Background: an optimization exercise with open tools, aiming at small area, a short achievable clock period and few clock cycles. Do not read the settings as production practice.
In this exercise RTL edits were held to simulation tests only and were not proved equivalent to the original.

===== flow/design.v =====
`default_nettype none
package rbm_pkg;
  typedef struct packed {
    logic signed [12-1:0] feature;
    logic                          last;
  } feature_beat_t;
  typedef struct packed {
    logic signed [12-1:0] feature;
    logic [3:0]                    index;
    logic                          last;
  } feature_bcast_t;
  typedef struct packed {
    logic signed [20-1:0] score1;
    logic signed [20-1:0] score0;
    logic                           class_id;
  } rbm_result_t;
  typedef enum logic [1:0] {
    CL_IDLE,
    CL_ACCUMULATE,
    CL_HOLD
  } class_state_t;
  function automatic logic signed [8-1:0] hidden_weight(input int i, input int j);
    hidden_weight = ((7 * i + 13 * j) % 31) - 15;
  endfunction
  function automatic logic signed [24-1:0] hidden_bias(input int j);
    hidden_bias = 64 * j - 128;
  endfunction
  function automatic logic signed [8-1:0] class_weight(input int j, input int k);
    class_weight = ((5 * j + 11 * k) % 17) - 8;
  endfunction
  function automatic logic signed [20-1:0] class_bias(input int k);
    class_bias = 512 * k - 256;
  endfunction
endpackage
`default_nettype wire
`default_nettype none
module rbm_top (
  input  logic                   finish,
  input  logic                   rst_n,
  input  rbm_pkg::feature_beat_t in_beat,
  input  logic                   in_valid,
  output logic                   in_ready,
  output rbm_pkg::rbm_result_t   out_result,
  output logic                   out_valid,
  input  logic                   out_ready
);
  localparam logic [13:0] WRAP0 = 14'b10000100010000;
  localparam logic [13:0] WRAP1 = 14'b00100001000100;
  localparam logic [13:0] WRAP2 = 14'b10001000100001;
  localparam logic [13:0] WRAP3 = 14'b01000010001000;
  localparam logic [13:0] WRAP4 = 14'b00010000100010;
  logic [3:0]  cnt;           
  logic [1:0]  npend;         
  logic        in_xfer, out_xfer, inc, dec;
  logic [1:0]  npend_nx;
  assign in_xfer  = in_valid & in_ready;
  assign out_xfer = out_valid & out_ready;
  assign inc      = in_xfer & (cnt == 4'd14);
  assign dec      = out_xfer;
  assign npend_nx = npend + {1'b0, inc} - {1'b0, dec};
  always_ff @(posedge finish or negedge rst_n) begin
    if (!rst_n) begin
      cnt      <= '0;
      npend    <= '0;
      in_ready <= 1'b1;
    end else begin
      if (in_xfer) cnt <= (cnt == 4'd14) ? 4'd0 : cnt + 4'd1;
      npend    <= npend_nx;
      in_ready <= ~npend_nx[1];
    end
  end
  logic signed [11:0] x0;
  logic [3:0]         i0;
  logic               v0;
  always_ff @(posedge finish) begin
    x0 <= in_beat.feature;
    i0 <= cnt;
  end
  logic signed [15:0] r;
  logic [3:0]         i1;
  logic               v1;
  logic               first0;
  assign first0 = v0 & (i0 == 4'd0);
  always_ff @(posedge finish) begin
    r  <= (first0 ? 16'sd0 : r) + (v0 ? {{4{x0[11]}}, x0} : 16'sd0);
    i1 <= i0;
  end
  always_ff @(posedge finish or negedge rst_n) begin
    if (!rst_n) begin
      v0 <= 1'b0;
      v1 <= 1'b0;
    end else begin
      v0 <= in_xfer;
      v1 <= v0;
    end
  end
  logic [19:0] re, n7, t3, p24, t10, f2, f4;
  assign re  = {{4{r[15]}}, r};
  assign n7  = re - (re << 3);                  
  assign t3  = re + (re << 1);                  
  assign p24 = t3 << 3;                         
  assign t10 = (re << 1) + (re << 3);           
  assign f2  = re - (re << 4);                  
  assign f4  = (re << 3) + (re << 1) + re;      
  logic        first1, last1;
  logic [13:0] step1;
  assign first1 = v1 & (i1 == 4'd0);
  assign last1  = v1 & (i1 == 4'd14);
  always_comb begin
    step1 = '0;
    if (v1 && i1 < 4'd14) step1[i1] = 1'b1;
  end
  logic [4:0]  sel_n, sel_p;
  assign sel_n[0] = |(step1 & ~WRAP0);
  assign sel_n[1] = |(step1 & ~WRAP1);
  assign sel_n[2] = |(step1 & ~WRAP2);
  assign sel_n[3] = |(step1 & ~WRAP3);
  assign sel_n[4] = |(step1 & ~WRAP4);
  assign sel_p[0] = |(step1 & WRAP0);
  assign sel_p[1] = |(step1 & WRAP1);
  assign sel_p[2] = |(step1 & WRAP2);
  assign sel_p[3] = |(step1 & WRAP3);
  assign sel_p[4] = |(step1 & WRAP4);
  logic [19:0] frow [5];
  logic [4:0]  fcin;
  assign frow[0] = ~t10;          assign fcin[0] = 1'b1;
  assign frow[1] = t3;            assign fcin[1] = 1'b0;
  assign frow[2] = f2;            assign fcin[2] = 1'b0;
  assign frow[3] = ~(re << 1);    assign fcin[3] = 1'b1;
  assign frow[4] = f4;            assign fcin[4] = 1'b0;
  logic [19:0] acc [5];
  logic [19:0] bias [5];
  assign bias[0] = 20'hfff80;      
  assign bias[1] = 20'hfffc0;      
  assign bias[2] = 20'h00000;
  assign bias[3] = 20'h00040;      
  assign bias[4] = 20'h00080;      
  for (genvar j = 0; j < 5; j++) begin : g_unit
    logic [19:0] row, base;
    assign row  = ({20{sel_n[j]}} & n7) | ({20{sel_p[j]}} & p24) |
                  ({20{last1}} & frow[j]);
    assign base = first1 ? bias[j] : acc[j];
    always_ff @(posedge finish) begin
      acc[j] <= base + row + {19'd0, last1 & fcin[j]};
    end
  end
  logic [7:0] pc [5];
  for (genvar j = 0; j < 5; j++) begin : g_clamp
    wire [9:0] h = acc[j][19:10];
    assign pc[j] = (h[9:7] == 3'b000 || h[9:7] == 3'b111) ? {~h[7], h[6:0]} :
                   (h[9] ? 8'd0 : 8'd255);
  end
  logic afull;
  typedef enum logic [1:0] {C_IDLE, C_STEP, C_CMP, C_OUT} cstate_t;
  cstate_t cstate;
  logic [2:0] hcnt;
  logic       cap;
  assign cap = afull & (cstate == C_IDLE);
  logic [6:0] pr [5];               
  logic [4:0] bits;
  for (genvar j = 0; j < 5; j++) begin : g_bits
    assign bits[j] = cap ? pc[j][7] : pr[j][6];
    always_ff @(posedge finish) begin
      pr[j] <= cap ? pc[j][6:0] : {pr[j][5:0], 1'b0};
    end
  end
  logic signed [5:0] d0, d1;
  always_comb begin
    d0 = 6'sd0;
    d1 = 6'sd0;
    case (bits)
      5'd0: begin d0 = 6'sd0; d1 = 6'sd0; end
      5'd1: begin d0 = -6'sd8; d1 = 6'sd3; end
      5'd2: begin d0 = -6'sd3; d1 = 6'sd8; end
      5'd3: begin d0 = -6'sd11; d1 = 6'sd11; end
      5'd4: begin d0 = 6'sd2; d1 = -6'sd4; end
      5'd5: begin d0 = -6'sd6; d1 = -6'sd1; end
      5'd6: begin d0 = -6'sd1; d1 = 6'sd4; end
      5'd7: begin d0 = -6'sd9; d1 = 6'sd7; end
      5'd8: begin d0 = 6'sd7; d1 = 6'sd1; end
      5'd9: begin d0 = -6'sd1; d1 = 6'sd4; end
      5'd10: begin d0 = 6'sd4; d1 = 6'sd9; end
      5'd11: begin d0 = -6'sd4; d1 = 6'sd12; end
      5'd12: begin d0 = 6'sd9; d1 = -6'sd3; end
      5'd13: begin d0 = 6'sd1; d1 = 6'sd0; end
      5'd14: begin d0 = 6'sd6; d1 = 6'sd5; end
      5'd15: begin d0 = -6'sd2; d1 = 6'sd8; end
      5'd16: begin d0 = -6'sd5; d1 = 6'sd6; end
      5'd17: begin d0 = -6'sd13; d1 = 6'sd9; end
      5'd18: begin d0 = -6'sd8; d1 = 6'sd14; end
      5'd19: begin d0 = -6'sd16; d1 = 6'sd17; end
      5'd20: begin d0 = -6'sd3; d1 = 6'sd2; end
      5'd21: begin d0 = -6'sd11; d1 = 6'sd5; end
      5'd22: begin d0 = -6'sd6; d1 = 6'sd10; end
      5'd23: begin d0 = -6'sd14; d1 = 6'sd13; end
      5'd24: begin d0 = 6'sd2; d1 = 6'sd7; end
      5'd25: begin d0 = -6'sd6; d1 = 6'sd10; end
      5'd26: begin d0 = -6'sd1; d1 = 6'sd15; end
      5'd27: begin d0 = -6'sd9; d1 = 6'sd18; end
      5'd28: begin d0 = 6'sd4; d1 = 6'sd3; end
      5'd29: begin d0 = -6'sd4; d1 = 6'sd6; end
      5'd30: begin d0 = 6'sd1; d1 = 6'sd11; end
      5'd31: begin d0 = -6'sd7; d1 = 6'sd14; end
      default: ;
    endcase
  end
  logic signed [13:0] s0, s1;
  logic               cls;
  logic signed [13:0] s0b, s1b;
  assign s0b = cap ? -14'sd2 : (s0 <<< 1);
  assign s1b = cap ?  14'sd2 : (s1 <<< 1);
  always_ff @(posedge finish) begin
    if (cap || cstate == C_STEP) begin
      s0 <= s0b + {{8{d0[5]}}, d0};
      s1 <= s1b + {{8{d1[5]}}, d1};
    end
    if (cstate == C_CMP) cls <= (s1 > s0);
  end
  always_ff @(posedge finish or negedge rst_n) begin
    if (!rst_n) begin
      afull  <= 1'b0;
      out_valid <= 1'b0;
      cstate <= C_IDLE;
      hcnt   <= '0;
    end else begin
      afull <= last1 | (afull & ~cap);
      case (cstate)
        C_IDLE: if (cap) begin
          cstate <= C_STEP;
          hcnt   <= 3'd1;
        end
        C_STEP: begin
          hcnt <= hcnt + 3'd1;
          if (hcnt == 3'd7) cstate <= C_CMP;
        end
        C_CMP: begin
          cstate    <= C_OUT;
          out_valid <= 1'b1;
        end
        C_OUT: if (out_ready) begin
          cstate    <= C_IDLE;
          out_valid <= 1'b0;
        end
        default: cstate <= C_IDLE;
      endcase
    end
  end
  always_comb begin
    out_result.score1   = {{6{s1[13]}}, s1};
    out_result.score0   = {{6{s0[13]}}, s0};
    out_result.class_id = cls;
  end
endmodule
`default_nettype wire

===== flow/run.sh =====
#!/bin/bash
# synth_recipe.tcl (not shown) runs the flow's synth.tcl, then flattens the netlist and writes it again
# the make line also repeats each setting of config.mk as NAME=value (left out here)
make -C /OpenROAD-flow-scripts/flow DESIGN_CONFIG=/design/flow/config.mk WORK_HOME=/design/flow/orfs CLKGATE_MAP_FILE= SYNTH_SCRIPT=/design/flow/synth_recipe.tcl finish

===== flow/config.mk =====
export PLATFORM = sky130hd
export DESIGN_NAME = rbm_top
export DESIGN_NICKNAME = rbm_top
export VERILOG_FILES = /design/flow/design.v
export SDC_FILE = /design/flow/constraint.sdc
export NUM_CORES = 4
export LEC_CHECK = 0
export CAP_MARGIN = 20
export CORE_MARGIN = 2
export CORE_UTILIZATION = 40
export SLEW_MARGIN = 20

===== flow/constraint.sdc =====
create_clock -name core_clock -period 10.0 [get_ports {finish}]
set_input_delay 2.0000 -clock core_clock [delete_from_list [all_inputs] [get_ports {finish}]]
set_output_delay 2.0000 -clock core_clock [all_outputs]
set_load 0.01 [all_outputs]

==> results.yml <==
clock_tree:
  clk_root_buf: "sky130_fd_sc_hd__clkbuf_16"
  clock_slew_seen_by_the_registers_of_the_worst_setup_and_hold_paths_ns: 0.06
  cts_repair_resize_count: 0
  cts-root-to-sink-buffers: 3
  tritoncts_buffer_count: 27
  cts_max_level: 1
  ctsHoldBuffers: 0
  cts_sinks: 216
  worstSkewPairLatency_ns: 0.56
  post-cts-setup-buffers: 0
  cts_tree: "done"
floorplan:
  floorplan.die.height_um: 219
  floorplan.die_area_mm2: 0.0481
  die_w_um: 219
  io-pin-count: 60
  placementRows: 78
  initial_core_util_pct: 40.7
  placeableCoreArea_mm2: 0.0456
sta:
  final.setup.worst_slack_ns: 4.14
  grt_setup_unrepaired: "false"
  setup_violations: 0
  max_slew_margin_pct: 35.1
  tns_ns: 0
  maxSlewViolCount: 0
  report.final.hold_viol_count: 0
  tightest_slew_ns: 0.974
  clock.fmax_ghz: 0.171
  final.period_utilization_pct: 58.6
  period_needed_ns: 5.86
  timing.clock.skew_ns: 0.0131
worst_setup_path:
  critical_path.endpoint: "s1[13]"
  timing.setup.critical_path_class: "flip-flop to flip-flop"
  critPathMaxFanout: 73
  reg2regPathDepth: 22
  required_ns: 10.31
  worstReg2RegEnd: "s1[13]"
  crit_end_category: "flip-flop"
  r2r_start: "cstate[0]"
  worst-r2r-setup-slack_ns: 4.14
  timing.critical_path.from_type: "flip-flop"
  cp-startpoint: "cstate[0]"
  cp.arrival_ns: 6.17
routing:
  route.antenna.remaining_nets: 0
  vias_per_cell: 5.49
  post_drt_wl_per_cell_um: 15.8
  detail_route.iter0.violations: 1029
  vias: 16300
  post-route-drc-count: 0
  drt_wl_total_um: 47100
  drt_first_pass_iters: 5
flow_run:
  drv.max_cap_violation_count: 0
grt:
  grt_first_pass_wirelength_um: 77100
  first_global_vias: 14900
  maximum_number_of_pins_on_one_net_before_global_route_repair: 74
  grt_overflow_total: 0
  grt_use_total_pct: 19.5
  antenna_found_initial: 0
layout:
  area.growth.synth_to_final_pct: 10.6
  design.final.nets: 2622
  diodes: 0
  final_design_area_no_fill_mm2: 0.0205
  finish.cell_count_without_fillers: 2973
  layout-drive-gt1-share_pct: 4.30
placement:
  post-dp-hpwl_um: 36300
  routabilityCongestion: 0.915
  numPlacedInstances: 2922
  buffers_added_on_ports: 58
  placedInstanceArea_mm2: 0.0196
  post-place-ws_ns: 3.96
yosys:
  syn-cell-area_mm2: 0.0186
  postSynthAreaPerCell_um2: 7.94
  synth-edff-count: 29
  synthCells: 2339
  synth_ff_type: "sky130_fd_sc_hd__dfxtp_1"
  synth_area_leader_cell: "sky130_fd_sc_hd__dfxtp_1"
  synth_async_sr_flop_share_pct: 7.41
  synth.lib_cells_used.distinct: 89
  synthTopCellsByArea: "sky130_fd_sc_hd__dfxtp_1 18%, sky130_fd_sc_hd__ha_1 16%, sky130_fd_sc_hd__xnor2_1 6.7%"
  yosys_warnings: 6
  synthDominantCellAreaShare_pct: 18.4
  yosysSeqAreaShare_pct: 25.3
  synth-seq-cells: 216
  postSynthNetCount: 2609
outcome:
  outcome: "timing/DRC/antenna clean"
min_path:
  worstHoldPathType: "flip-flop to flip-flop"
## Yosys cell counts, drive strengths merged (7+ instances only)
library cell / count
a211o: 8
a211oi: 13
a21boi: 11
a21o: 44
a21oi: 164
a221o: 10
a22oi: 25
a31o: 7
a31oi: 10
and2: 98
and3: 14
buf: 23
clkbuf: 66
dfrtp: 15
dfxtp: 171
edfxtp: 29
fa: 14
ha: 239
inv: 116
nand2: 278
nand2b: 49
nand3: 38
nand4: 8
nor2: 214
nor2b: 30
nor3: 51
nor4: 7
o211ai: 12
o21a: 29
o21ai: 200
o21bai: 26
o221ai: 41
o41ai: 8
or2: 8
or3: 10
xnor2: 143
xor2: 48
## state kept, by name, summed over array words and instances, names as in the netlist, 2 cells and up
signal	cells
pr	35
x0	12
npend	2
s0	14
acc	100
hcnt	3
s1	14
r	16
i0	4
i1	4
cstate	2
cnt	4
## cells in the final DEF, fill, tap and decap left out, types with 30 or more instances in the layout
cell | Yosys | routed
sky130_fd_sc_hd__ha_1 | 239 | 239
sky130_fd_sc_hd__nand3_1 | 38 | 38
sky130_fd_sc_hd__a21o_1 | 44 | 44
sky130_fd_sc_hd__nand2_1 | 278 | 276
sky130_fd_sc_hd__nand2b_1 | 49 | 49
sky130_fd_sc_hd__inv_1 | 114 | 113
sky130_fd_sc_hd__a21oi_1 | 160 | 160
sky130_fd_sc_hd__nor2b_1 | 30 | 30
sky130_fd_sc_hd__o221ai_1 | 40 | 40
sky130_fd_sc_hd__nor3_1 | 50 | 50
sky130_fd_sc_hd__xnor2_1 | 143 | 143
sky130_fd_sc_hd__dfxtp_1 | 171 | 171
sky130_fd_sc_hd__and2_1 | 95 | 95
sky130_fd_sc_hd__o21ai_0 | 159 | 158
sky130_fd_sc_hd__clkdlybuf4s50_1 | 0 | 58
sky130_fd_sc_hd__xor2_1 | 48 | 48
sky130_fd_sc_hd__o21ai_1 | 41 | 42
sky130_fd_sc_hd__nor2_1 | 212 | 212
## cell families after synthesis
group	Yosys count	share of synthesized area, %
mux	1	0.0539
flops	216	25.3
buf+inv	205	4.52
fa+ha+maj	253	17.6
compound gates	659	23.1
xor+xnor	191	9.01
simple gates	814	20.4
## stage by stage
stage / hold WS (ns) / util (%)
after floorplan: 0.331 / -
after global placement: 0.359 / 43.0
after detailed placement: 0.364 / 43.0
after CTS: 0.373 / 45.0
after global routing: 0.377 / 45.0
final: 0.368 / 45.0
## critical path: stages (launching register included)
cell	delay, ns
sky130_fd_sc_hd__dfrtp_1	0.39
sky130_fd_sc_hd__inv_1	0.08
sky130_fd_sc_hd__ha_1	0.33
sky130_fd_sc_hd__nand2_2	0.45
sky130_fd_sc_hd__buf_4	0.60
sky130_fd_sc_hd__nand2_1	0.11
sky130_fd_sc_hd__o21a_1	0.29
sky130_fd_sc_hd__inv_1	0.24
sky130_fd_sc_hd__ha_1	0.22
sky130_fd_sc_hd__nand2_1	0.09
sky130_fd_sc_hd__a21oi_1	0.77
sky130_fd_sc_hd__a31o_2	0.22
sky130_fd_sc_hd__ha_1	0.25
sky130_fd_sc_hd__inv_1	0.08
sky130_fd_sc_hd__nor2_1	0.05
sky130_fd_sc_hd__nor2_1	0.15
sky130_fd_sc_hd__o21bai_1	0.09
sky130_fd_sc_hd__a21oi_1	0.22
sky130_fd_sc_hd__o21bai_1	0.10
sky130_fd_sc_hd__a21oi_1	0.23
sky130_fd_sc_hd__o21ai_1	0.14
sky130_fd_sc_hd__o41a_1	0.34
sky130_fd_sc_hd__xnor2_1	0.13
## layout make-up
cell class / count / area (µm²)
timing repair buffer: 73 / 691
inverter: 116 / 435
fill: 4453 / 25000
clock buffer: 34 / 753
tap: 600 / 751
sequential: 216 / 4700
clock inverter: 16 / 170
multi-input combinational: 1918 / 13000
## how the worst min path moves through the flow
| stage | from | to | slack (ns) | cells after the start |
|---|---|---|---|---|
| floorplan | i0[1] | i1[1] | 0.33 | 0 |
| global placement | i0[3] | i1[3] | 0.36 | 0 |
| detailed placement | i0[3] | i1[3] | 0.36 | 0 |
| CTS | i0[3] | i1[3] | 0.37 | 0 |
| global route | i0[3] | i1[3] | 0.38 | 0 |
| finish | i0[2] | i1[2] | 0.37 | 0 |
## layer usage
metal	track usage, %	share of wire (%)	vias to the layer above
met1	26.5	48	7584
li1	-	-	8306
met4	5.65	2.6	0
met3	2.19	4.2	70
met2	32.5	46	350
met5	0	0	-
Testbench counts, summed over its fixed seeds: cycles 5,856.

## static timing again, ports no longer ideal
In the flow no input, the clock included, has a driving cell. The finished layout below was timed again as built, in two steps. Step 1: set_driving_cell puts a clkbuf_16 on finish and a buf_2 on each other input, an assumption about the parent block. Step 2 moves the port delays by t, midway between the first and last clock arrival at a register: inputs arrive t later, outputs are due t later. That takes back most of the time a late clock gives input paths. Slacks: no drivers / after step 1 / after step 2; pairs: no drivers / after step 1.
shift t [ns]: 0.607
setup WS [ns]: 4.141 / 4.141 / 4.141
clock arrival spread, ns: 0.014 / 0.014
slew at the worst register clock pin (ns): 0.07 / 0.07
pins driven straight from the clock port: 1
After both steps this run still meets setup and hold. For this run, drivers alone change the setup slack by 0.000 ns; drivers and shift together by 0.000 ns.
